This is an optimization exercise on Yosys and OpenROAD, whose aim is small area and a short achievable clock period, not a production implementation. Where RTL was checked, it was by simulation tests only, not by an equivalence proof against the original. No functional check of the RTL was part of runs 5 to 7. No activity file was given, so power comes from the tool's default toggle rates.

**flow/design.v**
```verilog
module trace_capture_buf #(
  parameter  int DATA_W = 32,
  parameter  int DEPTH  = 64,
  localparam int ADDR_W = $clog2(DEPTH)
) (
  input  logic              clk,
  input  logic              rst,
  input  logic              arm,
  input  logic [ADDR_W:0]   post_cnt,
  input  logic              sample_en,
  input  logic [DATA_W-1:0] sample_data,
  input  logic              trig,
  output logic [1:0]        state,
  output logic [ADDR_W:0]   count,
  output logic              wrapped,
  output logic              rd_valid,
  output logic [DATA_W-1:0] rd_data,
  output logic              rd_last,
  input  logic              rd_ready
);
  localparam logic [1:0] S_IDLE = 2'd0;
  localparam logic [1:0] S_PRE  = 2'd1;
  localparam logic [1:0] S_POST = 2'd2;
  localparam logic [1:0] S_DUMP = 2'd3;
  localparam logic [ADDR_W:0] DEPTH_C = (ADDR_W+1)'(DEPTH);
  localparam logic [ADDR_W:0] ONE_C   = (ADDR_W+1)'(1);
  localparam int LO_B = 3;
  localparam int LO_W = 1 << LO_B;       
  localparam int HI_W = DEPTH / LO_W;    
  logic [1:0]          state_q;
  logic [ADDR_W:0]     count_q;
  logic                wrapped_q;
  logic [ADDR_W:0]     win_q;       
  logic [LO_W-1:0]     rlo_q;       
  logic [HI_W-1:0]     rhi_q;       
  logic                rd_valid_q;
  logic [DATA_W-1:0]   rd_data_q;
  logic                rd_last_q;
  logic [DATA_W-1:0]   mem_q [DEPTH];
  wire capt  = (state_q == S_PRE) || (state_q == S_POST);
  wire smp   = capt && sample_en;
  wire full  = (count_q == DEPTH_C);
  wire win1  = (win_q == ONE_C);
  wire trg   = (state_q == S_PRE) ? trig : 1'b1;    
  wire dump  = (state_q == S_DUMP);
  wire more  = !(rd_valid_q && rd_last_q);
  wire adv   = dump && (!rd_valid_q || rd_ready);
  wire ld    = adv && more;
  wire enter = smp && trg && win1;
  wire [ADDR_W:0] post_clamp = (post_cnt == '0)     ? ONE_C :
                               (post_cnt > DEPTH_C) ? DEPTH_C : post_cnt;
  wire [ADDR_W-1:0] first = full ? ADDR_W'(DEPTH - 1) : count_q[ADDR_W-1:0];
  logic [DATA_W-1:0] grp [HI_W];
  logic [DATA_W-1:0] rd_mux;
  always_comb begin
    for (int g = 0; g < HI_W; g++) begin
      grp[g] = '0;
      for (int j = 0; j < LO_W; j++)
        grp[g] = grp[g] | (mem_q[g*LO_W+j] & {DATA_W{rlo_q[j]}});
    end
    rd_mux = rd_data_q & {DATA_W{!ld}};
    for (int g = 0; g < HI_W; g++)
      rd_mux = rd_mux | (grp[g] & {DATA_W{rhi_q[g] && ld}});
  end
  always_ff @(posedge clk) begin
    if (rst) begin
      state_q    <= S_IDLE;
      count_q    <= '0;
      wrapped_q  <= 1'b0;
      rd_valid_q <= 1'b0;
    end else begin
      case (state_q)
        S_IDLE: if (arm) begin
          state_q   <= S_PRE;
          count_q   <= '0;
          wrapped_q <= 1'b0;
        end
        S_PRE, S_POST: if (sample_en) begin
          if (full) wrapped_q <= 1'b1;
          else      count_q   <= count_q + ONE_C;
          if (trg) state_q <= win1 ? S_DUMP : S_POST;
        end
        default: if (adv) begin
          rd_valid_q <= more;
          if (!more) state_q <= S_IDLE;
        end
      endcase
    end
  end
  always_ff @(posedge clk) begin
    if (state_q == S_IDLE && arm)
      win_q <= post_clamp;
    if (smp && trg)
      win_q <= win_q - ONE_C;
    if (enter) begin
      rlo_q <= LO_W'(1) << first[LO_B-1:0];
      rhi_q <= HI_W'(1) << first[ADDR_W-1:LO_B];
    end
    rd_data_q <= rd_mux;
    if (ld) begin
      rd_last_q <= rlo_q[0] && rhi_q[0];
      rlo_q     <= {rlo_q[0], rlo_q[LO_W-1:1]};
      if (rlo_q[0]) rhi_q <= {rhi_q[0], rhi_q[HI_W-1:1]};
    end
  end
  always_ff @(posedge clk) begin
    if (smp) begin
      mem_q[0] <= sample_data;
      for (int i = 1; i < DEPTH; i++)
        mem_q[i] <= mem_q[i-1];
    end
  end
  assign state    = state_q;
  assign count    = count_q;
  assign wrapped  = wrapped_q;
  assign rd_valid = rd_valid_q;
  assign rd_data  = rd_data_q;
  assign rd_last  = rd_last_q;
endmodule
```
**flow/run.sh**
```bash
#!/bin/bash
# synth_recipe.tcl (not shown) runs the flow's synth.tcl, then flattens the netlist and writes it again
# the make line also repeats each setting of config.mk as NAME=value (left out here)
make -C /OpenROAD-flow-scripts/flow DESIGN_CONFIG=/design/flow/config.mk WORK_HOME=/design/flow/orfs CLKGATE_MAP_FILE= SYNTH_SCRIPT=/design/flow/synth_recipe.tcl finish
```
**flow/config.mk**
```make
export PLATFORM = sky130hd
export DESIGN_NAME = trace_capture_buf
export DESIGN_NICKNAME = trace_capture_buf
export VERILOG_FILES = /design/flow/design.v
export SDC_FILE = /design/flow/constraint.sdc
export NUM_CORES = 4
export LEC_CHECK = 0
export CAP_MARGIN = 20
export CORE_MARGIN = 2
export CORE_UTILIZATION = 40
export CTS_CLUSTER_DIAMETER = 80
export CTS_CLUSTER_SIZE = 24
export SETUP_SLACK_MARGIN = 2.3
export SLEW_MARGIN = 20
```
**flow/constraint.sdc**
```tcl
create_clock -name core_clock -period 4.5 [get_ports {clk}]
set_input_delay 0.9000 -clock core_clock [delete_from_list [all_inputs] [get_ports {clk}]]
set_output_delay 0.9000 -clock core_clock [all_outputs]
set_load 0.01 [all_outputs]
```
==> results.tsv, run 1 <==
stage	metric	value	unit
outcome	status	timing/DRC/antenna clean	
route	viasPerCell	6.176	
clock_tree	cts_hold_buffers	0	
route	firstDrtPassIters	6	
critical_path	r2r_end	rd_data_q[8]	
logic_synthesis	avgSynthCellArea	19.01	µm²
cells_and_area	fin_area	0.08834	mm²
critical_path	path_cells	buf_6 > buf_12 > buf_16 > buf_4 > clkbuf_16 > a22oi_1 > nand4_1 > a22oi_1 > nand3_1 > a211o_1	
cells_and_area	stdcell_count	6833	
global_routing	grt_overflow	0	
logic_synthesis	synth_top_area_share	81.51	%
job	drv_cap	0	
logic_synthesis	async_flop_share	0	%
floorplan	die_area	0.1936	mm²
critical_path	reg2reg_depth	10	
cells_and_area	area_growth_syn_to_layout	16.17	%
critical_path	crit_top_cell	a22oi_1	
placement	portBuffers	88	
placement	place_hpwl	97220	µm
critical_path	cpMaxStageDelayCell	edfxtp_1	
placement	pre_cts_ws	1.070	ns
clock_tree	clk_pin_slew	0.10	ns
clock_tree	clock_latency	0.78	ns
logic_synthesis	ys_seq_area_share	82.85	%
critical_path	crit_cells	10	
logic_synthesis	yosys.cell_types.count	49	
clock_tree	ctsRootBufferMaster	clkbuf_16	
floorplan	coreArea	0.1896	mm²
route	wl_per_cell	30.33	µm
cells_and_area	final_common_cell	edfxtp_1	
cells_and_area	layout_common_cells	2064 x edfxtp_1, 915 x a22oi_1, 226 x nand4_1, 119 x clkbuf_16, 114 x buf_4	
critical_path	critical_path.endpoint	rd_data_q[8]	
global_routing	grt_pass1_wl	292700	µm
floorplan	initial_utilization	40.11	%
cells_and_area	nets	4294	
critical_path	crit_type	register to register	
logic_synthesis	syn_nets	4056	
critical_path	critPathBufInv	5	
power	power_density	507.2	mW/mm²
logic_synthesis	synth_area_leaders	edfxtp_1 82%, a22oi_1 10%, nand4_1 1.9%, dfxtp_1 1.3%, clkbuf_1 0.67%	
sta	rsz0062_at_grt	yes	
sta	period_needed	2.440	ns
floorplan	die_x	440.0	µm
route	dr_total_vias	42200	
logic_synthesis	syn_inst	4001	
floorplan	die_h	440.0	µm
clock_tree	cts.htree.levels	3	
cells_and_area	num-fill-cells	15600	
logic_synthesis	synth-edff-count	2064	
worst_hold_path	hold_start	mem_q[30][22]	
sta	whs	0.4323	ns
sta	worstMarginPinSlew	0.6305	ns
critical_path	cp_max_fo	9	
sta	final-max-slew-violation-count	0	
critical_path	startpoint	rlo_q[0]	
sta	fmax	409.8	MHz
clock_tree	cts_tree	yes	
sta	setup_violations	0	
critical_path	cp-end-kind	register	
global_routing	antenna_found_initial	4	
global_routing	grt_max_degree	147	
cells_and_area	drive_above_1_share	15.74	%
cells_and_area	multi_input_area	0.01240	mm²
route	detail_route.wirelength	207300	µm
logic_synthesis	syn-cell-area	0.07604	mm²
logic_synthesis	synth.yosys.warnings	3	
global_routing	first_global_vias	40510	
clock_tree	cts_buffers	103	
critical_path	start_kind	register	
sta	hold_viol_final	0	
critical_path	max_stage_delay	0.41	ns
critical_path	r2r-start	rlo_q[0]	
clock_tree	clkSinkCount	2115	
logic_synthesis	synth_ff_type	edfxtp_1	
power	power	0.04481	W
floorplan	rows	160	
cells_and_area	register_area	0.06315	mm²
critical_path	crit_family	buffers and inverters	
route	drtIter0Drc	5514	
placement	place_area	0.08025	mm²
sta	slew-limit-headroom	57.64	%
worst_hold_path	holdCritPathClass	register to register	
logic_synthesis	ys_seq_elements	2115	
power	power.leakage	26.92	nW
placement	place.gp.congestion	0.7784	
sta	worst_slack	2.060	ns
route	drc	0	
critical_path	required	5.17	ns
power	ir_drop	0.2968	mV
logic_synthesis	yosysTopAreaCell	edfxtp_1	
route	ant_nets	0	
sta	finalCritPeriodShare	54.23	%
placement	place_inst	6440	
critical_path	arrival	3.11	ns
global_routing	track_usage	20.62	%
clock_tree	clockBufferDepth	3	
critical_path	r2r_setup_slack	2.06	ns
floorplan	io_pins	89	
sta	finClkSkew	0.04126	ns
[flip-flops by register name, indices dropped and copies added, names as in the netlist]
| signal | cells |
|---|---|
| count_q | 7 |
| mem_q | 2048 |
| rd_data_q | 32 |
| rd_last_q | 1 |
| rd_valid_q | 1 |
| rhi_q | 8 |
| rlo_q | 8 |
| state_q | 2 |
| win_q | 7 |
| wrapped_q | 1 |
[synth_stat cells (4+ instances only)]
cell type  count
nand3_1       36
a211o_1       31
nor2_1        14
buf_2        101
a211oi_1       9
nand2_1       22
nor3_1         4
buf_4          6
buf_6         20
and2_1         4
xnor2_1        4
buf_1          9
a22oi_2        4
a22o_1        32
a211oi_2       5
a22oi_1     1023
dfxtp_1       51
a31oi_1       33
inv_1         16
ha_1          10
o21ai_0       16
nand3b_1       9
a21oi_1       17
a222oi_1      32
edfxtp_1    2064
nand4_1      226
a221oi_1      31
clkbuf_1     135
[kinds of logic (layout without fill, tap and decap cells)]
logic type      count (synthesis)  count (layout)  synth area share [%]
compound gates               1245            1245                 12.47
xor+xnor                        7               7               0.08063
fa+ha+maj                      10              10                0.1645
buf+inv                       290             609                 1.830
flops                        2115            2115                 82.85
other cells                     0               1                     0
simple gates                  334             335                 2.606
[how the worst min path moves through the flow]
stage	endpoint	slack, ns	depth (start not counted)
CTS	mem_q[31][22]	0.43	0
global placement	mem_q[21][6]	0.43	0
global route	mem_q[20][6]	0.45	0
detailed placement	mem_q[37][5]	0.43	0
finish	mem_q[31][22]	0.43	0
floorplan	mem_q[41][12]	0.43	0
[metrics by stage]
step / TNS, ns / utilization (%)
6_report: 0 / 46.60
5_1_grt: 0 / 46.60
4_1_cts: 0 / 46.08
3_5_place_dp: 0 / 42.33
3_3_place_gp: 0 / 42.33
2_1_floorplan: -4086.72 / -
[timing repair]
action                      CTS  global route
setup buffers               104            26
resized for setup           559            94
setup endpoints to repair  2120          1320
pin swaps                   168           103
gates cloned                 57            18
[cell type report]
| type | count | share of cell area (%) |
|---|---|---|
| diodes | 1 | 0.002833 |
| clock buffers | 164 | 3.235 |
| clock inverters | 23 | 0.3498 |
| inverters | 16 | 0.07649 |
| multi-input cells | 1597 | 14.03 |
| flip-flops and latches | 2115 | 71.49 |
| well taps | 2511 | 3.557 |
| repair buffers | 406 | 7.258 |
[report_power, final]
| part | internal (W) | switching (W) |
|---|---|---|
| Clock | 0.00461 | 0.00618 |
| Combinational | 0.00225 | 0.00399 |
| Sequential | 0.0261 | 0.00171 |
| Total | 0.0329 | 0.0119 |
[per-layer routing]
layer | GRT usage (%) | part of all wire (%) | wire length (µm) | vias to the layer above
met2 | 33.61 | 48 | 99200 | 2090
met1 | 27.81 | 40 | 82490 | 22200
met4 | 8.700 | 4.9 | 10220 | 0
met3 | 2.905 | 7.4 | 15350 | 330
met5 | 0 | 0 | 0 | -
li1 | - | - | - | 17580
==> run 2: changes to the inputs <==
--- a/flow/config.mk
+++ b/flow/config.mk
@@ -8,7 +8,5 @@
 export CAP_MARGIN = 20
 export CORE_MARGIN = 2
 export CORE_UTILIZATION = 40
-export CTS_CLUSTER_DIAMETER = 80
-export CTS_CLUSTER_SIZE = 24
 export SETUP_SLACK_MARGIN = 2.3
 export SLEW_MARGIN = 20
==> run 2 against run 1 <==
  * Largest cell class unchanged
  * Fmax barely moved
  * Sequential share of layout area fell by 2.6 points
  * Global-route usage rose by 0.63 points
  * Die area did not move
  * Highest routed layer unchanged
  * Non-clock buffer count fell by 36
  * Clock power rose by 58%
  * Clock skew rose by 0.0061 ns
  * Synthesized area did not move
==> results.tsv, run 2 <==
stage	metric	value	unit	change
logic_synthesis	yosys.cell_types.count	49		unchanged
cells_and_area	largestRegisters	mem_q (2048), rd_data_q (32)		unchanged
worst_hold_path	hold_end	mem_q[31][23]		was mem_q[31][22]
floorplan	rows	160		unchanged
global_routing	met1_usage	28.30	%	was 27.81%
route	drtIter0Drc	5659		was 5514
worst_hold_path	holdCritPathClass	register to register		unchanged
logic_synthesis	ys_seq_elements	2115		unchanged
clock_tree	cts.htree.levels	4		was 3
floorplan	die_area	0.1936	mm²	unchanged
sta	finClkSkew	0.04739	ns	was 0.04126 ns
power	ir_drop	0.3865	mV	was 0.2968 mV
cells_and_area	num-fill-cells	15210		was 15600
sta	final-max-slew-violation-count	0		unchanged
power	power.leakage	28.53	nW	was 26.92 nW
critical_path	r2r-start	rlo_q[6]		was rlo_q[0]
cells_and_area	final_common_cell	edfxtp_1		unchanged
sta	rsz0062_at_grt	yes		unchanged
placement	pre_cts_ws	1.070	ns	unchanged
critical_path	start_kind	register		unchanged
floorplan	die_x	440.0	µm	unchanged
power	power	0.05096	W	was 0.04481 W
clock_tree	ctsRootBufferMaster	clkbuf_16		unchanged
sta	finalCritPeriodShare	54.25	%	was 54.23%
worst_hold_path	hold_start	mem_q[30][23]		was mem_q[30][22]
clock_tree	cts_hold_buffers	0		unchanged
cells_and_area	nets	4359		was 4294
critical_path	r2r_end	rd_data_q[28]		was rd_data_q[8]
sta	setup_violations	0		unchanged
outcome	status	timing/DRC/antenna clean		unchanged
placement	place_area	0.08025	mm²	unchanged
critical_path	required	5.24	ns	was 5.17 ns
route	ant_nets	0		unchanged
global_routing	grt_use_met2	34.32	%	was 33.61%
logic_synthesis	ys_seq_area_share	82.85	%	unchanged
logic_synthesis	synth-edff-count	2064		unchanged
critical_path	reg2reg_depth	7		was 10
floorplan	io_pins	89		unchanged
route	wl_per_cell	30.32	µm	was 30.33 µm
logic_synthesis	synth_area_leaders	edfxtp_1 82%, a22oi_1 10%, nand4_1 1.9%, dfxtp_1 1.3%, clkbuf_1 0.67%		unchanged
sta	fmax	409.6	MHz	was 409.8 MHz
clock_tree	clock_latency	0.86	ns	was 0.78 ns
cells_and_area	fin_area	0.09170	mm²	was 0.08834 mm²
route	drc	0		unchanged
clock_tree	clockBufferDepth	3		unchanged
global_routing	grt_overflow	0		unchanged
global_routing	use_met3	3.817	%	was 2.905%
sta	period_needed	2.441	ns	was 2.440 ns
sta	worst_slack	2.059	ns	was 2.060 ns
critical_path	path_cells	buf_12 > buf_12 > a22oi_1 > nand4_1 > a22oi_1 > nand3_1 > a211o_1		was buf_6 > buf_12 > buf_16 > buf_4 > clkbuf_16 > a22oi_1 > nand4_1 > a22oi_1 > nand3_1 > a211o_1
logic_synthesis	synth_ff_type	edfxtp_1		unchanged
logic_synthesis	yosysMostFrequentCell	edfxtp_1		unchanged
floorplan	die_h	440.0	µm	unchanged
logic_synthesis	yosysTopAreaCell	edfxtp_1		unchanged
floorplan	coreArea	0.1896	mm²	unchanged
logic_synthesis	async_flop_share	0	%	unchanged
placement	portBuffers	88		unchanged
cells_and_area	largest_reg_flops	2048		unchanged
sta	hold_viol_final	0		unchanged
clock_tree	cts_buffers	204		was 103
critical_path	max_stage_delay	0.44	ns	was 0.41 ns
power	power_density	555.8	mW/mm²	was 507.2 mW/mm²
critical_path	r2r_setup_slack	2.06	ns	about the same
global_routing	antenna_found_initial	4		unchanged
clock_tree	clk_pin_slew	0.06	ns	was 0.10 ns
clock_tree	clkSinkCount	2115		unchanged
cells_and_area	utilization	48.37	%	was 46.60%
global_routing	track_usage	21.25	%	was 20.62%
sta	whs	0.4214	ns	was 0.4323 ns
placement	place.gp.congestion	0.7784		unchanged
global_routing	first_global_vias	41820		was 40510
logic_synthesis	syn-cell-area	0.07604	mm²	unchanged
global_routing	grt_pass1_wl	300400	µm	was 292700 µm
logic_synthesis	syn_nets	4056		unchanged
floorplan	initial_utilization	40.11	%	unchanged
placement	place_hpwl	97220	µm	unchanged
worst_hold_path	holdPathStages	0		unchanged
logic_synthesis	avgSynthCellArea	19.01	µm²	unchanged
critical_path	cpMaxStageDelayCell	edfxtp_1		unchanged
route	detail_route.wirelength	212000	µm	was 207300 µm
sta	slew-limit-headroom	45.96	%	was 57.64%
critical_path	crit_type	register to register		unchanged
critical_path	cp_max_fo	65		was 9
critical_path	arrival	3.18	ns	was 3.11 ns
sta	worstMarginPinSlew	0.8053	ns	was 0.6305 ns
cells_and_area	area_growth_syn_to_layout	20.59	%	was 16.17%
cells_and_area	layout_common_cells	2064 x edfxtp_1, 886 x a22oi_1, 226 x nand4_1, 218 x clkbuf_16, 141 x a22oi_2		was 2064 x edfxtp_1, 915 x a22oi_1, 226 x nand4_1, 119 x clkbuf_16, 114 x buf_4
global_routing	grt_max_degree	103		was 147
cells_and_area	top_register	mem_q		unchanged
clock_tree	cts_tree	yes		unchanged
job	drv_cap	0		unchanged
route	firstDrtPassIters	9		was 6
global_routing	busiest_layer	met2		unchanged
cells_and_area	drive_above_1_share	18.21	%	was 15.74%
logic_synthesis	synth_top_area_share	81.51	%	unchanged
logic_synthesis	synthTopCellsByCount	2064 x edfxtp_1, 1023 x a22oi_1, 226 x nand4_1, 135 x clkbuf_1, 101 x buf_2		unchanged
route	dr_total_vias	42940		was 42200
critical_path	cp-end-kind	register		unchanged
route	viasPerCell	6.139		was 6.176
logic_synthesis	synth.yosys.warnings	3		unchanged
logic_synthesis	syn_inst	4001		unchanged
==> run 2: cell counts after synthesis <==
No cell type changed its count.
==> run 2: worst max-delay path by stage <==
stage                       from       endpoint  slack, ns  cells after the start
finish                  rlo_q[6]  rd_data_q[28]       2.06                      7
global placement        rd_ready  rd_data_q[14]       1.12                     10
CTS                 rd_data_q[1]     rd_data[1]       2.09                      1
detailed placement      rd_ready  rd_data_q[31]       1.07                     10
global route            rlo_q[2]   rd_data_q[4]       2.06                      9
floorplan              sample_en       rlo_q[0]      -3.46                      5
==> run 2: per-layer routing <==
layer  share of wire, %  wire length, µm
met1                 39            82760
met2                 48           101300
met3                8.3            17530
met4                4.9            10460
met5                  0                0
==> run 2: cell type report <==
type,instances,area [µm²],area share [%]
clock inverter,117,1195,1.303
tap,2511,3142,3.426
clock buffer,266,5431,5.923
timing repair buffer,370,6215,6.777
antenna,2,5.005,0.005458
multi-input combinational,1597,12500,13.63
inverter,16,67.56,0.07368
sequential,2115,63150,68.86
==> run 2: critical path: cells and delay by family, from the launching register on <==
kind,cells,cell delay (ns)
AOI/OAI and AO/OA,3,0.81
and+or+nand+nor,2,0.52
DFF,1,0.44
buffers and inverters,2,0.36
==> run 2: repair_timing <==
item,CTS,global route
resized for setup,556,102
cloned,70,11
setup endpoints to repair,2118,887
buffers inserted,72,16
pin swaps,185,114
==> run 2: power by group <==
group | internal (W) | leakage, nW | switching [W] | total [W]
sequential | 0.0261 | 17.9 | 0.00174 | 0.0279
clock | 0.00958 | 3.21 | 0.00749 | 0.0171
combinational | 0.00213 | 7.45 | 0.00391 | 0.00604
==> run 2: metrics by stage <==
step,TNS (ns),std cells
after floorplan,-4086.72,4001
after global routing,0,6993
after global placement,0,6440
final,0,6994
after CTS,0,6965
after detailed placement,0,6440
==> run 2: logic make-up after synthesis <==
| kind of cell | count (synthesis) | share of synthesized area [%] |
|---|---|---|
| buffers and inverters | 290 | 1.830 |
| AOI/OAI and AO/OA | 1245 | 12.47 |
| DFF | 2115 | 82.85 |
| and+or+nand+nor | 334 | 2.606 |
| adders and majority gates | 10 | 0.1645 |
| xor gates and xnor gates | 7 | 0.08063 |
==> run 3: changes to the inputs <==
--- a/flow/config.mk
+++ b/flow/config.mk
@@ -8,5 +8,7 @@
 export CAP_MARGIN = 20
 export CORE_MARGIN = 2
 export CORE_UTILIZATION = 40
+export CTS_CLUSTER_DIAMETER = 100
+export CTS_CLUSTER_SIZE = 30
 export SETUP_SLACK_MARGIN = 2.3
 export SLEW_MARGIN = 20
==> run 3 against run 2 <==
  * Setup slack gained 0.12 ns
  * Cell area down 5.9%
  * Routed wire length shrank 4.5%
  * Sequential share of layout area is 4.3 points higher
  * Clock power down 45%
  * Highest routed layer is now met5
==> results.tsv, run 3 <==
stage	metric	value	unit	change
global_routing	grt_pass1_wl	283300	µm	was 300400 µm
power	seqPwrFrac	64.4	%	was 54.6%
cells_and_area	nets	4201		was 4359
critical_path	r2r-start	rlo_q[1]		was rlo_q[6]
placement	place_inst	6440		unchanged
sta	finalCritPeriodShare	51.63	%	was 54.25%
sta	whs	0.4435	ns	was 0.4214 ns
power	p_int	0.03174	W	was 0.03782 W
logic_synthesis	syn_nets	4056		unchanged
cells_and_area	top_register	mem_q		unchanged
logic_synthesis	synth.yosys.warnings	3		unchanged
floorplan	die_h	440.0	µm	unchanged
sta	fmax	430.4	MHz	was 409.6 MHz
critical_path	cp_max_fo	59		was 65
logic_synthesis	syn_inst	4001		unchanged
sta	rsz0062_at_grt	yes		unchanged
power	p_sw	0.01137	W	was 0.01314 W
job	drv_cap	0		unchanged
placement	place_area	0.08025	mm²	unchanged
route	ant_nets	0		unchanged
power	power.leakage	26.04	nW	was 28.53 nW
route	detail_route.wirelength	202500	µm	was 212000 µm
sta	finClkSkew	0.04898	ns	was 0.04739 ns
power	swShare	26.38	%	was 25.78%
placement	place_hpwl	97220	µm	unchanged
global_routing	grt_max_degree	169		was 103
sta	final-max-slew-violation-count	0		unchanged
sta	hold_viol_final	0		unchanged
outcome	status	timing/DRC/antenna clean		unchanged
cells_and_area	fin_area	0.08629	mm²	was 0.09170 mm²
clock_tree	cts_buffers	81		was 204
floorplan	die_x	440.0	µm	unchanged
floorplan	initial_utilization	40.11	%	unchanged
route	viasPerCell	6.193		was 6.139
clock_tree	clockBufferDepth	3		unchanged
logic_synthesis	syn-cell-area	0.07604	mm²	unchanged
clock_tree	ctsRootBufferMaster	clkbuf_16		unchanged
global_routing	track_usage	19.80	%	was 21.25%
logic_synthesis	synthTopCellsByCount	2064 x edfxtp_1, 1023 x a22oi_1, 226 x nand4_1, 135 x clkbuf_1, 101 x buf_2		unchanged
logic_synthesis	ys_seq_area_share	82.85	%	unchanged
logic_synthesis	avgSynthCellArea	19.01	µm²	unchanged
global_routing	antenna_found_initial	5		was 4
route	wl_per_cell	30.16	µm	was 30.32 µm
cells_and_area	largest_reg_flops	2048		unchanged
cells_and_area	area_growth_syn_to_layout	13.48	%	was 20.59%
cells_and_area	final_common_cell	edfxtp_1		unchanged
placement	place.gp.congestion	0.7784		unchanged
worst_hold_path	holdCritPathClass	register to register		unchanged
logic_synthesis	yosysMostFrequentCell	edfxtp_1		unchanged
sta	setup_violations	0		unchanged
logic_synthesis	synth_ff_type	edfxtp_1		unchanged
clock_tree	cts.htree.levels	3		was 4
cells_and_area	layout_common_cells	2064 x edfxtp_1, 940 x a22oi_1, 226 x nand4_1, 108 x clkbuf_16, 87 x a22oi_2		was 2064 x edfxtp_1, 886 x a22oi_1, 226 x nand4_1, 218 x clkbuf_16, 141 x a22oi_2
global_routing	first_global_vias	39810		was 41820
placement	portBuffers	88		unchanged
critical_path	startpoint	rlo_q[1]		was rlo_q[6]
sta	tns	0	ns	unchanged
cells_and_area	drive_above_1_share	12.71	%	was 18.21%
sta	worstMarginPinSlew	0.8064	ns	was 0.8053 ns
floorplan	io_pins	89		unchanged
logic_synthesis	yosysTopAreaCell	edfxtp_1		unchanged
power	ir_drop	0.3183	mV	was 0.3865 mV
critical_path	arrival	2.99	ns	was 3.18 ns
logic_synthesis	synth-edff-count	2064		unchanged
clock_tree	clkSinkCount	2115		unchanged
route	drc	0		unchanged
critical_path	required	5.16	ns	was 5.24 ns
floorplan	coreArea	0.1896	mm²	unchanged
route	firstDrtPassIters	7		was 9
logic_synthesis	synth_top_area_share	81.51	%	unchanged
logic_synthesis	yosys.cell_types.count	49		unchanged
route	dr_total_vias	41590		was 42940
cells_and_area	stdcell_count	6715		was 6994
global_routing	grt_overflow	0		unchanged
power	p_comb_share	13.9	%	was 11.9%
route	drtIter0Drc	5368		was 5659
logic_synthesis	synth_area_leaders	edfxtp_1 82%, a22oi_1 10%, nand4_1 1.9%, dfxtp_1 1.3%, clkbuf_1 0.67%		unchanged
clock_tree	clock_latency	0.76	ns	was 0.86 ns
critical_path	start_kind	register		unchanged
sta	period_needed	2.323	ns	was 2.441 ns
worst_hold_path	hold_start	mem_q[61][4]		was mem_q[30][23]
clock_tree	cts_tree	yes		unchanged
cells_and_area	utilization	45.52	%	was 48.37%
logic_synthesis	ys_seq_elements	2115		unchanged
sta	slew-limit-headroom	45.88	%	was 45.96%
clock_tree	cts_hold_buffers	0		unchanged
power	clkPwrFrac	21.7	%	was 33.5%
floorplan	rows	160		unchanged
critical_path	crit_type	register to register		unchanged
power	power_density	499.6	mW/mm²	was 555.8 mW/mm²
logic_synthesis	async_flop_share	0	%	unchanged
clock_tree	clk_pin_slew	0.12	ns	was 0.06 ns
critical_path	cp-end-kind	register		unchanged
cells_and_area	largestRegisters	mem_q (2048), rd_data_q (32)		unchanged
floorplan	die_area	0.1936	mm²	unchanged
[run 3: changes by cell type in the layout (fill, tap and decap cells not counted), moves of 10 or more]
cell / change
clkbuf_16: -110
buf_16: -27
clkinv_2: -32
a22oi_1: +54
bufinv_16: -18
buf_6: -13
clkinv_1: -48
a22oi_2: -54
buf_2: +10
buf_12: -11
[run 3: area by class of cell]
class                           instances  area [µm²]
Sequential cell                      2115       63150
Timing Repair Buffer                  335        5356
Fill cell                           15800      103300
Clock inverter                          5       72.57
Inverter                               16       67.56
Clock buffer                          135        2293
Tap cell                             2511        3142
Multi-Input combinational cell       1597       12210
Antenna cell                            1       2.502
[run 3: what timing repair did]
item,4_1_cts,5_1_grt
endpoints found under the hold margin,0,0
pin swaps,62,68
cloned,41,24
gates resized for setup,432,127
buffers inserted,42,27
endpoints found under the setup margin,2118,1421
[run 3: layer usage]
| layer | global-route usage (%) | routed length (µm) |
|---|---|---|
| met5 | 0 | 36 |
| met4 | 7.131 | 8153 |
| met3 | 2.585 | 15500 |
| met2 | 32.60 | 97140 |
| met1 | 27.06 | 81700 |
[run 3: power by group through the flow]
stage                     Clock (W)  Combinational (W)  Sequential [W]
after global routing         0.0102            0.00639          0.0280
after floorplan                   0            0.00303          0.0284
final                       0.00937            0.00598          0.0278
after global placement            0            0.00490          0.0280
after detailed placement          0            0.00501          0.0281
after CTS                   0.00956            0.00558          0.0278
[run 3: per-stage QoR]
stage,total power (W),setup WS [ns]
CTS,0.04290,2.184
detailed placement,0.03307,1.070
floorplan,0.03145,-3.458
global placement,0.03291,1.120
finish,0.04311,2.177
global route,0.04459,2.106
[run 3: worst paths after layout]
path,end,slack [ns],cells after the start
max,rd_data_q[4],2.18,7
min,mem_q[62][4],0.44,0
max reg2reg,rd_data_q[4],2.18,7
min reg2reg,mem_q[62][4],0.44,0
[run 3: critical path: stages, from the launching register on]
cell and delay (ns):
edfxtp_1 0.46, buf_12 0.19, buf_12 0.20, a22oi_2 0.24, nand4_1 0.34, a22oi_2 0.27, nand3_1 0.15, a211o_1 0.30
[run 3: kinds of logic (layout without fill, tap and decap cells)]
family                   count (synthesis)  count (layout)  share of synthesized area [%]
flip-flops                            2115            2115                          82.85
AND/OR/NAND/NOR                        334             335                          2.606
adder cells (fa/ha/maj)                 10              10                         0.1645
buffers and inverters                  290             491                          1.830
AO/OA/AOI/OAI                         1245            1245                          12.47
other                                    0               1                              0
XOR/XNOR                                 7               7                        0.08063
==> run 4: changes to the inputs <==
--- a/flow/config.mk
+++ b/flow/config.mk
@@ -8,7 +8,7 @@
 export CAP_MARGIN = 20
 export CORE_MARGIN = 2
 export CORE_UTILIZATION = 40
-export CTS_CLUSTER_DIAMETER = 100
-export CTS_CLUSTER_SIZE = 30
+export CTS_CLUSTER_DIAMETER = 70
+export CTS_CLUSTER_SIZE = 27
 export SETUP_SLACK_MARGIN = 2.3
 export SLEW_MARGIN = 20
==> run 4 against run 3 <==
  * Clock power is 32% higher
  * Non-clock buffer count is 7 higher
  * Still clean on timing, DRC and antenna
  * Synthesized area stayed put
  * Die area stayed put
  * Sequential share of layout area is 1.5 points lower
  * Utilization is 0.94 points higher
  * Sequential power hardly changed
  * First-iteration DRC count is 3.0% higher
  * Global-route usage is 0.53 points lower
  * Worst hold slack worse by 0.018 ns
==> results.tsv, run 4 <==
stage	metric	value	unit	change
global_routing	grt_max_degree	165		was 169
logic_synthesis	async_flop_share	0	%	unchanged
logic_synthesis	synth_top_area_share	81.51	%	unchanged
cells_and_area	largest_reg_flops	2048		unchanged
logic_synthesis	synthMuxAreaShare	0	%	unchanged
logic_synthesis	avgSynthCellArea	19.01	µm²	unchanged
critical_path	required	5.17	ns	was 5.16 ns
cells_and_area	area_growth_syn_to_layout	15.83	%	was 13.48%
floorplan	coreArea	0.1896	mm²	unchanged
clock_tree	ctsRootBufferMaster	clkbuf_16		unchanged
global_routing	antenna_found_initial	3		was 5
sta	tns	0	ns	unchanged
clock_tree	clkSinkCount	2115		unchanged
sta	final-max-slew-violation-count	0		unchanged
sta	rsz0062_at_grt	yes		unchanged
logic_synthesis	yosysMostFrequentCell	edfxtp_1		unchanged
logic_synthesis	synth_xor_xnor_area_share	0.08062	%	unchanged
logic_synthesis	yosys.cell_types.count	49		unchanged
route	ant_nets	0		unchanged
critical_path	start_kind	register		unchanged
power	power_density	522.9	mW/mm²	was 499.6 mW/mm²
placement	place_hpwl	97220	µm	unchanged
power	power.leakage	26.76	nW	was 26.04 nW
critical_path	crit_type	register to register		unchanged
outcome	status	timing/DRC/antenna clean		unchanged
clock_tree	clk_pin_slew	0.10	ns	was 0.12 ns
sta	hold_viol_final	0		unchanged
placement	portBuffers	88		unchanged
placement	place_inst	6440		unchanged
logic_synthesis	synth_simple_gate_area_share	2.606	%	unchanged
floorplan	die_area	0.1936	mm²	unchanged
logic_synthesis	synth_ff_type	edfxtp_1		unchanged
floorplan	initial_utilization	40.11	%	unchanged
cells_and_area	fin_area	0.08808	mm²	was 0.08629 mm²
sta	whs	0.4251	ns	was 0.4435 ns
cells_and_area	largestRegisters	mem_q (2048), rd_data_q (32)		unchanged
job	drv_cap	0		unchanged
logic_synthesis	synth_compound_area_share	12.47	%	unchanged
sta	setup_violations	0		unchanged
sta	period_needed	2.358	ns	was 2.323 ns
sta	finalCritPeriodShare	52.40	%	was 51.63%
logic_synthesis	ys_seq_elements	2115		unchanged
cells_and_area	nets	4238		was 4201
cells_and_area	layout_common_cells	2064 x edfxtp_1, 905 x a22oi_1, 226 x nand4_1, 136 x clkbuf_16, 122 x a22oi_2		was 2064 x edfxtp_1, 940 x a22oi_1, 226 x nand4_1, 108 x clkbuf_16, 87 x a22oi_2
logic_synthesis	synth_top_family_by_area	compound AO/OA/AOI/OAI gates		unchanged
placement	place_area	0.08025	mm²	unchanged
power	ir_drop	0.3531	mV	was 0.3183 mV
route	firstDrtPassIters	7		unchanged
global_routing	grt_pass1_wl	278100	µm	was 283300 µm
clock_tree	clockBufferDepth	3		unchanged
clock_tree	cts_buffers	111		was 81
logic_synthesis	synthAdderAreaFrac	0.1645	%	unchanged
logic_synthesis	synth-edff-count	2064		unchanged
route	detail_route.wirelength	203300	µm	was 202500 µm
sta	worstMarginPinSlew	0.7975	ns	was 0.8064 ns
floorplan	die_x	440.0	µm	unchanged
sta	finClkSkew	0.03816	ns	was 0.04898 ns
global_routing	first_global_vias	39920		was 39810
critical_path	arrival	3.03	ns	was 2.99 ns
cells_and_area	top_register	mem_q		unchanged
global_routing	grt_overflow	0		unchanged
route	drtIter0Drc	5528		was 5368
critical_path	cp_max_fo	8		was 59
worst_hold_path	holdCritPathClass	register to register		unchanged
cells_and_area	final_common_cell	edfxtp_1		unchanged
route	drc	0		unchanged
logic_synthesis	syn_inst	4001		unchanged
logic_synthesis	yosysTopAreaCell	edfxtp_1		unchanged
route	viasPerCell	6.161		was 6.193
cells_and_area	drive_above_1_share	16.12	%	was 12.71%
sta	fmax	424.1	MHz	was 430.4 MHz
power	power	0.04606	W	was 0.04311 W
clock_tree	cts.htree.levels	3		unchanged
sta	slew-limit-headroom	46.47	%	was 45.88%
placement	place.gp.congestion	0.7784		unchanged
route	dr_total_vias	41810		was 41590
global_routing	track_usage	19.28	%	was 19.80%
logic_synthesis	ys_seq_area_share	82.85	%	unchanged
cells_and_area	stdcell_count	6786		was 6715
clock_tree	cts_tree	yes		unchanged
logic_synthesis	syn-cell-area	0.07604	mm²	unchanged
cells_and_area	num-fill-cells	15560		was 15800
logic_synthesis	syn_nets	4056		unchanged
logic_synthesis	synth_area_leaders	edfxtp_1 82%, a22oi_1 10%, nand4_1 1.9%, dfxtp_1 1.3%, clkbuf_1 0.67%		unchanged
floorplan	rows	160		unchanged
route	wl_per_cell	29.96	µm	was 30.16 µm
floorplan	die_h	440.0	µm	unchanged
logic_synthesis	synth.yosys.warnings	3		unchanged
clock_tree	clock_latency	0.78	ns	was 0.76 ns
critical_path	cp-end-kind	register		unchanged
clock_tree	cts_hold_buffers	0		unchanged
floorplan	io_pins	89		unchanged
logic_synthesis	synthTopCellsByCount	2064 x edfxtp_1, 1023 x a22oi_1, 226 x nand4_1, 135 x clkbuf_1, 101 x buf_2		unchanged
-- run 4: cell counts after synthesis --
Identical to the previous run, type by type.
-- run 4: layout make-up --
type                    count  area (µm²)  area share (%)
multi-input cells        1597       12460           14.15
clock inverters            84        1126           1.278
inverters                  16       70.07         0.07955
diodes                      1       2.502        0.002841
well taps                2511        3142           3.567
flip-flops and latches   2115       63150           71.69
clock buffers             120        2875           3.264
repair buffers            342        5259           5.970
-- run 4: power by group --
group	internal, W	switching [W]	leakage, nW
Sequential	0.0261	0.00172	17.9
Combinational	0.00205	0.00387	6.97
Clock	0.00566	0.00670	1.91
Total	0.0338	0.0123	26.8
-- run 4: path summary, 6_finish.rpt --
kind / to / depth (start not counted) / startpoint / slack, ns
max: rd_data_q[9] / 8 / rlo_q[1] / 2.14
min: mem_q[61][9] / 0 / mem_q[60][9] / 0.43
max reg2reg: rd_data_q[9] / 8 / rlo_q[1] / 2.14
min reg2reg: mem_q[61][9] / 0 / mem_q[60][9] / 0.43
-- run 4: through the flow --
step	utilization (%)	setup slack, ns
finish	46.46	2.142
global route	46.46	2.117
CTS	45.56	2.155
detailed placement	42.33	1.070
global placement	42.33	1.120
floorplan	-	-3.458
-- run 4: routing by layer --
layer	vias to the layer above	share of wire, %	GRT usage (%)
met5	-	0	0
met4	0	4.0	6.877
met1	22050	41	26.48
met3	292	7.3	2.328
li1	17470	-	-
met2	1999	48	31.76
-- run 4: what timing repair did --
item | CTS | global route
hold endpoints to repair | 0 | 0
cloned | 32 | 32
pin swaps | 50 | 155
gates resized for setup | 426 | 167
endpoints found under the setup margin | 2118 | 609
setup buffers | 52 | 25
-- run 4: worst max-delay path, stage by stage (launching register included) --
cell and delay [ns]:
edfxtp_1 0.43, buf_12 0.19, buf_16 0.17, buf_8 0.16, a22oi_2 0.16, nand4_1 0.48, a22oi_2 0.28, nand3_1 0.10
a211o_1 0.27
-- run 4: logic make-up (layout without fill, tap and decap cells) --
group                      after synthesis  count (layout)
and+or+nand+nor                        334             335
other                                    0               1
AOI/OAI and AO/OA                     1245            1245
buffers and inverters                  290             562
xor gates and xnor gates                 7               7
DFF                                   2115            2115
adders and majority gates               10              10
==> run 5: changes to the inputs <==
--- a/flow/design.v
+++ b/flow/design.v
@@ -58,9 +58,9 @@
       for (int j = 0; j < LO_W; j++)
         grp[g] = grp[g] | (mem_q[g*LO_W+j] & {DATA_W{rlo_q[j]}});
     end
-    rd_mux = rd_data_q & {DATA_W{!ld}};
+    rd_mux = '0;
     for (int g = 0; g < HI_W; g++)
-      rd_mux = rd_mux | (grp[g] & {DATA_W{rhi_q[g] && ld}});
+      rd_mux = rd_mux | (grp[g] & {DATA_W{rhi_q[g]}});
   end
   always_ff @(posedge clk) begin
     if (rst) begin
@@ -96,8 +96,8 @@
       rlo_q <= LO_W'(1) << first[LO_B-1:0];
       rhi_q <= HI_W'(1) << first[ADDR_W-1:LO_B];
     end
-    rd_data_q <= rd_mux;
     if (ld) begin
+      rd_data_q <= rd_mux;
       rd_last_q <= rlo_q[0] && rhi_q[0];
       rlo_q     <= {rlo_q[0], rlo_q[LO_W-1:1]};
       if (rlo_q[0]) rhi_q <= {rhi_q[0], rhi_q[HI_W-1:1]};
--- a/flow/config.mk
+++ b/flow/config.mk
@@ -8,7 +8,5 @@
 export CAP_MARGIN = 20
 export CORE_MARGIN = 2
 export CORE_UTILIZATION = 40
-export CTS_CLUSTER_DIAMETER = 70
-export CTS_CLUSTER_SIZE = 27
 export SETUP_SLACK_MARGIN = 2.3
 export SLEW_MARGIN = 20
==> run 5 against run 4 <==
  * Critical path depth is 7 lower
  * Via count is 1.9% lower
  * Still clean
  * Sequential share of layout area hardly changed
  * Non-clock buffer count is 55 lower
  * Largest cell class unchanged
  * Global-route usage is 0.90 points lower
  * Die area is 0.32% lower
  * Clock power is 34% higher
==> results.tsv, run 5 <==
stage	metric	value	unit	change
outcome	status	timing/DRC/antenna clean		unchanged
clock_tree	cts.htree.levels	4		was 3
clock_tree	cts_tree	yes		unchanged
sta	setup_violations	0		unchanged
logic_synthesis	syn-cell-area	0.07580	mm²	was 0.07604 mm²
critical_path	r2r-start	rlo_q[2]		was rlo_q[1]
floorplan	rows	159		was 160
logic_synthesis	syn_inst	3988		was 4001
logic_synthesis	synth.yosys.warnings	3		unchanged
floorplan	die_h	439.3	µm	was 440.0 µm
cells_and_area	drive_above_1_share	13.15	%	was 16.12%
clock_tree	clockBufferDepth	3		unchanged
route	wl_per_cell	26.56	µm	was 29.96 µm
floorplan	initial_utilization	40.32	%	was 40.11%
cells_and_area	top_register	mem_q		unchanged
job	drv_cap	0		unchanged
route	drtIter0Drc	4801		was 5528
critical_path	cpMaxStageDelayCell	edfxtp_1		was nand4_1
clock_tree	cts_buffers	202		was 111
critical_path	max_stage_delay	0.57	ns	was 0.48 ns
power	power.leakage	26.95	nW	was 26.76 nW
logic_synthesis	ys_seq_elements	2115		unchanged
placement	place_hpwl	94680	µm	was 97220 µm
logic_synthesis	async_flop_share	0	%	unchanged
logic_synthesis	avgSynthCellArea	19.01	µm²	about the same
route	viasPerCell	5.965		was 6.161
global_routing	antenna_found_initial	4		was 3
logic_synthesis	synthTopCellsByCount	2096 x edfxtp_1, 1120 x a22oi_1, 256 x clkbuf_1, 256 x nand4_1, 44 x a21oi_1		was 2064 x edfxtp_1, 1023 x a22oi_1, 226 x nand4_1, 135 x clkbuf_1, 101 x buf_2
sta	tns	0	ns	unchanged
route	dr_total_vias	41020		was 41810
clock_tree	cts_hold_buffers	0		unchanged
power	power_density	576.0	mW/mm²	was 522.9 mW/mm²
logic_synthesis	yosysMostFrequentCell	edfxtp_1		unchanged
logic_synthesis	yosysTopAreaCell	edfxtp_1		unchanged
global_routing	grt_max_degree	86		was 165
worst_hold_path	holdCritPathClass	register to register		unchanged
logic_synthesis	synth_area_leaders	edfxtp_1 83%, a22oi_1 11%, nand4_1 2.1%, clkbuf_1 1.3%, dfxtp_1 0.50%		was edfxtp_1 82%, a22oi_1 10%, nand4_1 1.9%, dfxtp_1 1.3%, clkbuf_1 0.67%
cells_and_area	largest_reg_flops	2048		unchanged
floorplan	die_area	0.1930	mm²	was 0.1936 mm²
global_routing	track_usage	18.38	%	was 19.28%
critical_path	reg2reg_depth	7		was 8
critical_path	cp_max_fo	1		was 8
route	ant_nets	0		unchanged
power	ir_drop	0.4552	mV	was 0.3531 mV
critical_path	r2r_setup_slack	2.34	ns	was 2.14 ns
logic_synthesis	synth-edff-count	2096		was 2064
critical_path	crit_type	register to output pin		was register to register
logic_synthesis	yosys.cell_types.count	46		was 49
clock_tree	clock_latency	0.83	ns	was 0.78 ns
floorplan	io_pins	89		unchanged
route	detail_route.wirelength	182600	µm	was 203300 µm
cells_and_area	largestRegisters	mem_q (2048), rd_data_q (32)		unchanged
sta	finClkSkew	0.04741	ns	was 0.03816 ns
cells_and_area	final_common_cell	edfxtp_1		unchanged
clock_tree	ctsRootBufferMaster	clkbuf_16		unchanged
cells_and_area	nets	4261		was 4238
logic_synthesis	synth_ff_type	edfxtp_1		unchanged
sta	fmax	394.2	MHz	was 424.1 MHz
placement	portBuffers	88		unchanged
cells_and_area	layout_common_cells	2096 x edfxtp_1, 1099 x a22oi_1, 256 x nand4_1, 210 x clkbuf_16, 94 x buf_4		was 2064 x edfxtp_1, 905 x a22oi_1, 226 x nand4_1, 136 x clkbuf_16, 122 x a22oi_2
cells_and_area	area_growth_syn_to_layout	16.61	%	was 15.83%
sta	rsz0062_at_grt	yes		unchanged
sta	hold_viol_final	0		unchanged
critical_path	path_cells	buf_6		was buf_12 > buf_16 > buf_8 > a22oi_2 > nand4_1 > a22oi_2 > nand3_1 > a211o_1
sta	final-max-slew-violation-count	0		unchanged
sta	finalCritPeriodShare	56.38	%	was 52.40%
global_routing	grt_overflow	0		unchanged
cells_and_area	utilization	47.02	%	was 46.46%
sta	slew-limit-headroom	21.00	%	was 46.47%
critical_path	critical_path.endpoint	rd_data[11]		was rd_data_q[9]
clock_tree	clkSinkCount	2115		unchanged
critical_path	cp-end-kind	output pin		was register
critical_path	crit_cells	1		was 8
global_routing	grt_pass1_wl	269500	µm	was 278100 µm
critical_path	required	3.60	ns	was 5.17 ns
clock_tree	clk_pin_slew	0.06	ns	was 0.10 ns
logic_synthesis	ys_seq_area_share	83.54	%	was 82.85%
critical_path	critPathBufInv	1		was 3
logic_synthesis	synth_top_area_share	83.04	%	was 81.51%
floorplan	coreArea	0.1880	mm²	was 0.1896 mm²
critical_path	start_kind	register		unchanged
route	firstDrtPassIters	6		was 7
global_routing	first_global_vias	40830		was 39920
critical_path	r2r_end	rd_data_q[21]		was rd_data_q[9]
placement	place_inst	6428		was 6440
critical_path	crit_family	flip-flops		was compound AO/OA/AOI/OAI gates
cells_and_area	stdcell_count	6877		was 6786
critical_path	startpoint	rd_data_q[11]		was rlo_q[1]
sta	worstMarginPinSlew	1.185	ns	was 0.7975 ns
placement	place.gp.congestion	0.7651		was 0.7784
route	drc	0		unchanged
logic_synthesis	syn_nets	4042		was 4056
floorplan	die_x	439.3	µm	was 440.0 µm
critical_path	arrival	1.64	ns	was 3.03 ns
sta	period_needed	2.537	ns	was 2.358 ns
==> run 5: what timing repair did <==
item,4_1_cts,5_1_grt
resized for setup,295,38
setup buffers,46,4
cloned,15,5
endpoints found under the setup margin,2140,996
pin swaps,2,14
==> run 5: layout make-up <==
class	instances	area [µm²]
fill	15540	99610
sequential	2115	63380
timing repair buffer	287	3844
inverter	10	37.54
multi-input combinational	1591	11570
antenna	3	7.507
clock inverter	118	1082
clock buffer	258	5344
tap	2495	3122
==> run 5: worst min path at each step <==
stage	startpoint	endpoint	slack (ns)	depth (start not counted)
floorplan	mem_q[10][10]	mem_q[11][10]	0.43	0
global placement	mem_q[6][28]	mem_q[7][28]	0.43	0
detailed placement	mem_q[25][19]	mem_q[26][19]	0.43	0
CTS	mem_q[44][16]	mem_q[45][16]	0.43	0
global route	mem_q[44][16]	mem_q[45][16]	0.43	0
finish	mem_q[12][11]	mem_q[13][11]	0.43	0
==> run 5: kinds of logic after synthesis <==
kind of cell | share of synthesized area, %
multiplexers | 0.08089
AND/OR/NAND/NOR | 2.719
XOR/XNOR | 0.06933
adder cells (fa/ha/maj) | 0.1486
flip-flops | 83.54
buffers and inverters | 1.425
AO/OA/AOI/OAI | 12.02
==> run 5: per-layer routing <==
metal / track usage, % / up-vias / part of all wire (%)
li1: - / 17540 / -
met1: 25.88 / 21520 / 43
met2: 28.86 / 1672 / 47
met3: 3.447 / 290 / 6.7
met4: 6.025 / 2 / 2.8
met5: 0 / - / 0.0071
==> run 5: metrics by stage <==
step	total power (W)	hold slack (ns)	cell area (µm²)	setup slack, ns
after floorplan	0.02959	0.4272	75800	-10.90
after global placement	0.03389	0.4277	80530	1.253
after detailed placement	0.03409	0.4329	80530	1.229
after CTS	0.05123	0.4268	88040	1.885
after global routing	0.05278	0.4334	88380	1.947
final	0.05092	0.4286	88390	1.963
==> run 5: power breakdown <==
group	internal, W	leakage (nW)	switching, W	total (W)
sequential	0.0261	17.9	0.00195	0.0280
clock	0.00915	3.13	0.00741	0.0166
combinational	0.00215	5.93	0.00421	0.00635
total	0.0374	26.9	0.0136	0.0509
==> run 6: changes to the inputs <==
--- a/flow/design.v
+++ b/flow/design.v
@@ -24,15 +24,12 @@
   localparam logic [1:0] S_DUMP = 2'd3;
   localparam logic [ADDR_W:0] DEPTH_C = (ADDR_W+1)'(DEPTH);
   localparam logic [ADDR_W:0] ONE_C   = (ADDR_W+1)'(1);
-  localparam int LO_B = 3;
-  localparam int LO_W = 1 << LO_B;       
-  localparam int HI_W = DEPTH / LO_W;    
   logic [1:0]          state_q;
+  logic [ADDR_W-1:0]   wr_ptr_q;    
   logic [ADDR_W:0]     count_q;
   logic                wrapped_q;
   logic [ADDR_W:0]     win_q;       
-  logic [LO_W-1:0]     rlo_q;       
-  logic [HI_W-1:0]     rhi_q;       
+  logic [ADDR_W-1:0]   rd_ptr_q;    
   logic                rd_valid_q;
   logic [DATA_W-1:0]   rd_data_q;
   logic                rd_last_q;
@@ -49,18 +46,11 @@
   wire enter = smp && trg && win1;
   wire [ADDR_W:0] post_clamp = (post_cnt == '0)     ? ONE_C :
                                (post_cnt > DEPTH_C) ? DEPTH_C : post_cnt;
-  wire [ADDR_W-1:0] first = full ? ADDR_W'(DEPTH - 1) : count_q[ADDR_W-1:0];
-  logic [DATA_W-1:0] grp [HI_W];
   logic [DATA_W-1:0] rd_mux;
   always_comb begin
-    for (int g = 0; g < HI_W; g++) begin
-      grp[g] = '0;
-      for (int j = 0; j < LO_W; j++)
-        grp[g] = grp[g] | (mem_q[g*LO_W+j] & {DATA_W{rlo_q[j]}});
-    end
     rd_mux = '0;
-    for (int g = 0; g < HI_W; g++)
-      rd_mux = rd_mux | (grp[g] & {DATA_W{rhi_q[g]}});
+    for (int i = 0; i < DEPTH; i++)
+      rd_mux = rd_mux | (mem_q[i] & {DATA_W{rd_ptr_q == ADDR_W'(i)}});
   end
   always_ff @(posedge clk) begin
     if (rst) begin
@@ -88,27 +78,26 @@
     end
   end
   always_ff @(posedge clk) begin
-    if (state_q == S_IDLE && arm)
-      win_q <= post_clamp;
-    if (smp && trg)
-      win_q <= win_q - ONE_C;
-    if (enter) begin
-      rlo_q <= LO_W'(1) << first[LO_B-1:0];
-      rhi_q <= HI_W'(1) << first[ADDR_W-1:LO_B];
+    if (state_q == S_IDLE && arm) begin
+      wr_ptr_q <= '0;
+      win_q    <= post_clamp;
     end
+    if (smp) begin
+      wr_ptr_q <= wr_ptr_q + 1'b1;
+      if (trg) win_q <= win_q - ONE_C;
+    end
+    if (enter)
+      rd_ptr_q <= (count_q >= DEPTH_C - ONE_C) ? wr_ptr_q + 1'b1 : '0;
     if (ld) begin
       rd_data_q <= rd_mux;
-      rd_last_q <= rlo_q[0] && rhi_q[0];
-      rlo_q     <= {rlo_q[0], rlo_q[LO_W-1:1]};
-      if (rlo_q[0]) rhi_q <= {rhi_q[0], rhi_q[HI_W-1:1]};
+      rd_last_q <= (rd_ptr_q + 1'b1 == wr_ptr_q);
+      rd_ptr_q  <= rd_ptr_q + 1'b1;
     end
   end
   always_ff @(posedge clk) begin
-    if (smp) begin
-      mem_q[0] <= sample_data;
-      for (int i = 1; i < DEPTH; i++)
-        mem_q[i] <= mem_q[i-1];
-    end
+    for (int i = 0; i < DEPTH; i++)
+      if (smp && wr_ptr_q == ADDR_W'(i))
+        mem_q[i] <= sample_data;
   end
   assign state    = state_q;
   assign count    = count_q;
--- a/flow/config.mk
+++ b/flow/config.mk
@@ -8,5 +8,4 @@
 export CAP_MARGIN = 20
 export CORE_MARGIN = 2
 export CORE_UTILIZATION = 40
-export SETUP_SLACK_MARGIN = 2.3
 export SLEW_MARGIN = 20
==> run 6 against run 5 <==
  * Synthesized area increased by 1.4%
  * Via count increased by 6.5%
  * Clock power about the same
  * Non-clock buffer count increased by 53
  * First-iteration DRC count increased by 40%
  * Die area increased by 1.4%
  * Final cell count increased by 4.8%
  * Combinational power decreased by 52%
  * Sequential share of layout area decreased by 0.55 points
==> results.tsv, run 6 <==
stage	metric	value	unit	change
outcome	status	timing/DRC/antenna clean		unchanged
route	ant_nets	0		unchanged
sta	whs	0.4928	ns	was 0.4286 ns
cells_and_area	largestRegisters	mem_q (2048), rd_data_q (32)		unchanged
cells_and_area	num-fill-cells	16130		was 15540
cells_and_area	multi_input_area	0.01333	mm²	was 0.01157 mm²
critical_path	cpMaxStageDelayCell	edfxtp_1		unchanged
logic_synthesis	synthTopCellsByCount	2093 x edfxtp_1, 874 x a22oi_1, 211 x nor2_1, 162 x nand4_1, 130 x clkbuf_1		was 2096 x edfxtp_1, 1120 x a22oi_1, 256 x clkbuf_1, 256 x nand4_1, 44 x a21oi_1
route	wl_per_cell	33.25	µm	was 26.56 µm
placement	place_area	0.08252	mm²	was 0.08053 mm²
sta	slew-limit-headroom	18.13	%	was 21.00%
power	ir_drop	0.4278	mV	was 0.4552 mV
placement	portBuffers	88		unchanged
logic_synthesis	yosysTopAreaCell	edfxtp_1		unchanged
clock_tree	clockBufferDepth	3		unchanged
logic_synthesis	ys_seq_elements	2111		was 2115
power	power.leakage	27.43	nW	was 26.95 nW
worst_hold_path	hold_start	wrapped_q		was mem_q[12][11]
floorplan	die_x	442.4	µm	was 439.3 µm
power	power	0.04169	W	was 0.05092 W
logic_synthesis	synth_top_area_share	81.76	%	was 83.04%
worst_hold_path	holdPathStages	2		was 0
route	dr_total_vias	43700		was 41020
logic_synthesis	syn_nets	4275		was 4042
clock_tree	ctsRootBufferMaster	clkbuf_16		unchanged
global_routing	grt_overflow	0		unchanged
logic_synthesis	syn-cell-area	0.07687	mm²	was 0.07580 mm²
cells_and_area	largest_reg_flops	2048		unchanged
logic_synthesis	synth_ff_type	edfxtp_1		unchanged
critical_path	start_kind	register		unchanged
floorplan	rows	160		was 159
worst_hold_path	hold_end	wrapped_q		was mem_q[13][11]
placement	place.gp.congestion	1.033		was 0.7651
logic_synthesis	yosysMostFrequentCell	edfxtp_1		unchanged
logic_synthesis	yosys.cell_types.count	62		was 46
cells_and_area	final_common_cell	edfxtp_1		unchanged
floorplan	die_h	442.4	µm	was 439.3 µm
logic_synthesis	avgSynthCellArea	18.24	µm²	was 19.01 µm²
route	drtIter0Drc	6710		was 4801
clock_tree	cts.htree.levels	4		unchanged
cells_and_area	area_growth_syn_to_layout	15.56	%	was 16.61%
sta	rsz0062_at_grt	no		was yes
critical_path	r2r_setup_slack	0.46	ns	was 2.34 ns
sta	fmax	247.6	MHz	was 394.2 MHz
clock_tree	cts_tree	yes		unchanged
sta	finClkSkew	0.03739	ns	was 0.04741 ns
critical_path	cp_max_fo	21		was 1
cells_and_area	fin_area	0.08884	mm²	was 0.08839 mm²
cells_and_area	layout_common_cells	2093 x edfxtp_1, 874 x a22oi_1, 240 x buf_4, 203 x clkbuf_16, 162 x nand4_1		was 2096 x edfxtp_1, 1099 x a22oi_1, 256 x nand4_1, 210 x clkbuf_16, 94 x buf_4
power	power_density	469.3	mW/mm²	was 576.0 mW/mm²
cells_and_area	nets	4587		was 4261
critical_path	max_stage_delay	0.98	ns	was 0.57 ns
route	detail_route.wirelength	239800	µm	was 182600 µm
clock_tree	clk_pin_slew	0.07	ns	was 0.06 ns
logic_synthesis	synth.yosys.warnings	2		was 3
sta	setup_violations	0		unchanged
logic_synthesis	synth_area_leaders	edfxtp_1 82%, a22oi_1 8.5%, nand4_1 1.3%, nor2_1 1.0%, clkbuf_1 0.63%		was edfxtp_1 83%, a22oi_1 11%, nand4_1 2.1%, clkbuf_1 1.3%, dfxtp_1 0.50%
floorplan	coreArea	0.1906	mm²	was 0.1880 mm²
global_routing	antenna_found_initial	18		was 4
route	firstDrtPassIters	8		was 6
clock_tree	cts_resized	0		was 295
sta	hold_viol_final	0		unchanged
critical_path	required	5.06	ns	was 3.60 ns
cells_and_area	drive_above_1_share	15.80	%	was 13.15%
worst_hold_path	holdCritPathClass	register to register		unchanged
cells_and_area	top_register	mem_q		unchanged
route	viasPerCell	6.061		was 5.965
placement	place_hpwl	153000	µm	was 94680 µm
floorplan	initial_utilization	40.34	%	was 40.32%
placement	pre_cts_ws	0.6187	ns	was 1.229 ns
critical_path	arrival	4.60	ns	was 1.64 ns
critical_path	r2r_end	rd_data_q[11]		was rd_data_q[21]
critical_path	crit_type	register to register		was register to output pin
logic_synthesis	async_flop_share	0	%	unchanged
floorplan	die_area	0.1957	mm²	was 0.1930 mm²
critical_path	reg2reg_depth	7		unchanged
logic_synthesis	syn_inst	4215		was 3988
sta	period_needed	4.038	ns	was 2.537 ns
clock_tree	cts_buffers	202		unchanged
sta	finalCritPeriodShare	89.74	%	was 56.38%
sta	worstMarginPinSlew	1.227	ns	was 1.185 ns
clock_tree	cts_hold_buffers	0		unchanged
global_routing	grt_pass1_wl	331600	µm	was 269500 µm
critical_path	r2r-start	rd_ptr_q[4]		was rlo_q[2]
sta	tns	0	ns	unchanged
global_routing	track_usage	24.04	%	was 18.38%
logic_synthesis	synth-edff-count	2093		was 2096
route	drc	0		unchanged
clock_tree	clkSinkCount	2111		was 2115
critical_path	cp-end-kind	register		was output pin
clock_tree	clock_latency	0.85	ns	was 0.83 ns
sta	final-max-slew-violation-count	0		unchanged
logic_synthesis	ys_seq_area_share	82.23	%	was 83.54%
sta	worst_slack	0.4616	ns	was 1.963 ns
job	drv_cap	0		unchanged
critical_path	path_cells	or3b_1 > nor2_2 > buf_4 > a22oi_1 > nand4_1 > nor4_1 > nand3_1		was buf_6
clock_tree	post_cts_buffers	0		was 46
global_routing	first_global_vias	41670		was 40830
floorplan	io_pins	89		unchanged
global_routing	grt_max_degree	43		was 86
cells_and_area	register_area	0.06321	mm²	was 0.06338 mm²
[run 6: cell types whose count changed in the layout (fill, tap and decap cells not counted), sizes merged, moves of 32 or more]
cell and change:
nand2 +95, nand4 -94, nor2 +191, nor3 +38, buf +55, a41oi -32
a22oi -246, a22o +35, nor4 +33, mux2 +35, a222oi +32, nand3 +61
[run 6: worst max-delay path: cells and delay by family (launching register included)]
family          cells  cell delay, ns
simple gates        5            2.26
compound gates      1            0.21
buf+inv             1            0.28
flops               1            0.98
[run 6: layout make-up]
type	count	share of cell area [%]
sequential	2111	71.15
multi-input combinational	1856	15.01
clock buffer	257	5.969
tap	2511	3.537
timing repair buffer	340	3.134
clock inverter	115	1.118
inverter	16	0.06761
antenna	4	0.01127
[run 6: cell families (layout without fill, tap and decap cells)]
| logic type | count (synthesis) | in the layout | share of synthesized area, % |
|---|---|---|---|
| other | 0 | 4 | 0 |
| AOI/OAI and AO/OA | 1058 | 1058 | 10.35 |
| and+or+nand+nor | 690 | 690 | 4.507 |
| xor gates and xnor gates | 22 | 22 | 0.2506 |
| adders and majority gates | 15 | 15 | 0.2441 |
| muxes | 71 | 71 | 0.9831 |
| DFF | 2111 | 2111 | 82.23 |
| buffers and inverters | 248 | 728 | 1.440 |
[run 6: per-stage QoR]
step | util [%] | instances
after floorplan | - | 4215
after global placement | 43.26 | 6829
after detailed placement | 43.30 | 6833
after CTS | 46.60 | 7205
after global routing | 46.61 | 7207
final | 46.61 | 7210
[run 6: worst max path at each step]
| stage | to | from |
|---|---|---|
| final | rd_data_q[11] | rd_ptr_q[4] |
| after CTS | rd_data_q[3] | rd_ptr_q[4] |
| after global placement | rd_data_q[3] | rd_ptr_q[4] |
| after global routing | rd_data_q[11] | rd_ptr_q[4] |
| after detailed placement | rd_data_q[3] | rd_ptr_q[4] |
| after floorplan | mem_q[4][0] | sample_en |
[run 6: power by group]
group          internal (W)  switching (W)  leakage (nW)
Clock               0.00895        0.00740          3.07
Sequential           0.0220       0.000254          19.0
Combinational      0.000786        0.00226          5.39
Total                0.0318        0.00992          27.4
[run 6: routing by layer]
metal / vias up / global-route usage (%) / part of all wire [%]
met1: 22650 / 33.07 / 40
met2: 2470 / 36.69 / 46
met4: 4 / 10.57 / 4.7
li1: 18170 / - / -
met5: - / 0 / 0.033
met3: 405 / 5.441 / 10
==> run 7: changes to the inputs <==
--- a/flow/config.mk
+++ b/flow/config.mk
@@ -8,4 +8,5 @@
 export CAP_MARGIN = 20
 export CORE_MARGIN = 2
 export CORE_UTILIZATION = 40
+export SETUP_SLACK_MARGIN = 2.3
 export SLEW_MARGIN = 20
==> run 7 against run 6 <==
  * Still clean on timing, DRC and antenna
  * Critical path depth increased by 2
  * Worst hold slack improved by 0.012 ns
  * Sequential power about the same
  * Clock power about the same
  * Utilization increased by 4.5 points
  * Clock skew decreased by 0.0018 ns
  * Largest power group unchanged
  * Critical endpoint is now rd_data_q[29]
  * Combinational power increased by 41%
  * Flip-flop and latch count unchanged
  * Clock-buffer cell count decreased by 8
==> results.tsv, run 7 <==
stage	metric	value	unit	change
sta	period_needed	3.163	ns	was 4.038 ns
clock_tree	clock_latency	0.84	ns	was 0.85 ns
placement	place_inst	6829		was 6833
route	dr_total_vias	47240		was 43700
route	detail_route.wirelength	269200	µm	was 239800 µm
sta	hold_viol_final	0		unchanged
global_routing	track_usage	24.71	%	was 24.04%
cells_and_area	stdcell_count	7608		was 7210
global_routing	grt_max_degree	65		was 43
sta	setup_violations	0		unchanged
global_routing	grt_overflow	0		unchanged
route	drtIter0Drc	8167		was 6710
outcome	status	timing/DRC/antenna clean		unchanged
cells_and_area	nets	4987		was 4587
floorplan	coreArea	0.1906	mm²	unchanged
logic_synthesis	synth_top_area_share	81.76	%	unchanged
floorplan	die_area	0.1957	mm²	unchanged
logic_synthesis	synth-edff-count	2093		unchanged
clock_tree	cts_tree	yes		unchanged
floorplan	io_pins	89		unchanged
job	drv_cap	0		unchanged
sta	finalCritPeriodShare	70.28	%	was 89.74%
sta	worstMarginPinSlew	1.115	ns	was 1.227 ns
power	power_density	442.4	mW/mm²	was 469.3 mW/mm²
logic_synthesis	ys_seq_elements	2111		unchanged
floorplan	initial_utilization	40.34	%	unchanged
logic_synthesis	async_flop_share	0	%	unchanged
sta	slew-limit-headroom	25.68	%	was 18.13%
critical_path	critPathBufInv	2		was 1
critical_path	cp_max_fo	16		was 21
critical_path	cp-end-kind	register		unchanged
critical_path	path_cells	buf_6 > ha_4 > nand2b_4 > nor2_4 > buf_12 > a22oi_2 > nand4_1 > nor4_4 > nand3_2		was or3b_1 > nor2_2 > buf_4 > a22oi_1 > nand4_1 > nor4_1 > nand3_1
cells_and_area	final_common_cell	edfxtp_1		unchanged
logic_synthesis	yosysTopAreaCell	edfxtp_1		unchanged
worst_hold_path	hold_start	sample_data[19]		was wrapped_q
cells_and_area	top_register	mem_q		unchanged
logic_synthesis	yosysMostFrequentCell	edfxtp_1		unchanged
clock_tree	cts_buffers	202		unchanged
critical_path	r2r_end	rd_data_q[29]		was rd_data_q[11]
cells_and_area	fin_area	0.09741	mm²	was 0.08884 mm²
clock_tree	cts_hold_buffers	0		unchanged
global_routing	antenna_found_initial	20		was 18
route	wl_per_cell	35.39	µm	was 33.25 µm
logic_synthesis	syn-cell-area	0.07687	mm²	unchanged
route	viasPerCell	6.209		was 6.061
placement	place_area	0.08257	mm²	was 0.08252 mm²
sta	finClkSkew	0.03564	ns	was 0.03739 ns
worst_hold_path	holdPathStages	1		was 2
critical_path	crit_type	register to register		unchanged
## run 7: metal layers
layer,up-vias,part of all wire [%],GRT usage [%]
met1,24290,38,33.74
met2,3285,46,38.41
met5,-,0.011,0
met4,6,5.7,12.25
met3,564,11,4.225
li1,19090,-,-
## run 7: where the power goes
group	internal (W)	switching (W)
clock network	0.00911	0.00741
registers	0.0220	0.000257
logic	0.00149	0.00279
## run 7: how the worst max path moves through the flow
stage | from | end | slack (ns) | cells past startpoint
3_3_place_gp | rd_ptr_q[0] | rd_data_q[0] | -0.17 | 9
3_5_place_dp | rd_ptr_q[3] | rd_data_q[17] | 0.36 | 8
4_1_cts | rd_ptr_q[0] | rd_data_q[26] | 1.40 | 9
5_1_grt | rd_ptr_q[0] | rd_data_q[17] | 1.35 | 11
2_1_floorplan | state_q[0] | mem_q[26][0] | 1.91 | 5
6_report | rd_ptr_q[0] | rd_data_q[29] | 1.34 | 9
## run 7: area by class of cell
cell class                      count  area [µm²]
Sequential cell                  2111       63250
Timing Repair Buffer              733        9833
Inverter                           16       68.82
Clock buffer                      249        5305
Clock inverter                    120        1008
Multi-Input combinational cell   1863       14790
Antenna cell                        5       12.51
Fill cell                       15220       93170
Tap cell                         2511        3142
## run 7: repair_timing
item                       in CTS  in global routing
resized for setup             508                414
setup endpoints to repair    2117               1768
pin swaps                      58                209
setup buffers                 118                157
cloned                         43                 86
## run 7: cells by family after synthesis
| kind of cell | Yosys count | synth area share (%) |
|---|---|---|
| buffers and inverters | 248 | 1.440 |
| multiplexers | 71 | 0.9831 |
| flip-flops | 2111 | 82.23 |
| adder cells (fa/ha/maj) | 15 | 0.2441 |
| XOR/XNOR | 22 | 0.2506 |
| AO/OA/AOI/OAI | 1058 | 10.35 |
| AND/OR/NAND/NOR | 690 | 4.507 |
## run 7: through the flow
stage	utilization [%]	setup slack, ns
4_1_cts	48.43	1.396
6_report	51.11	1.337
3_5_place_dp	43.32	0.3647
5_1_grt	51.11	1.351
2_1_floorplan	-	1.908
3_3_place_gp	43.29	-0.1721

-- port drivers added, routing unchanged --
No port has a modelled driver above. Below, the same layouts with a new extraction and two added sets of constraints. Step 1 assumes that a clkbuf_16 drives the clock port and a buf_2 every other input. Step 2, shift: input delay + t, output delay - t, t = (earliest + latest rising clock arrival at the registers) / 2. This alone moves slack from input paths to output paths. Slacks: ideal ports / drivers / drivers and shift; pairs: ideal ports / drivers.
| run | shift t [ns] | setup WS [ns] |
|---|---|---|
| run 1 | 0.851 | 2.060 / 2.060 / 1.482 |
| run 2 | 0.925 | 2.059 / 2.059 / 1.462 |
| run 3 | 0.830 | 2.177 / 2.124 / 1.520 |
| run 4 | 0.853 | 2.142 / 2.123 / 1.495 |
| run 5 | 0.889 | 1.963 / 1.881 / 1.617 |
| run 6 | 0.925 | 0.462 / 0.462 / 0.462 |
| run 7 | 0.913 | 1.337 / 1.337 / 1.327 |
After both steps setup and hold are still met in every run listed.
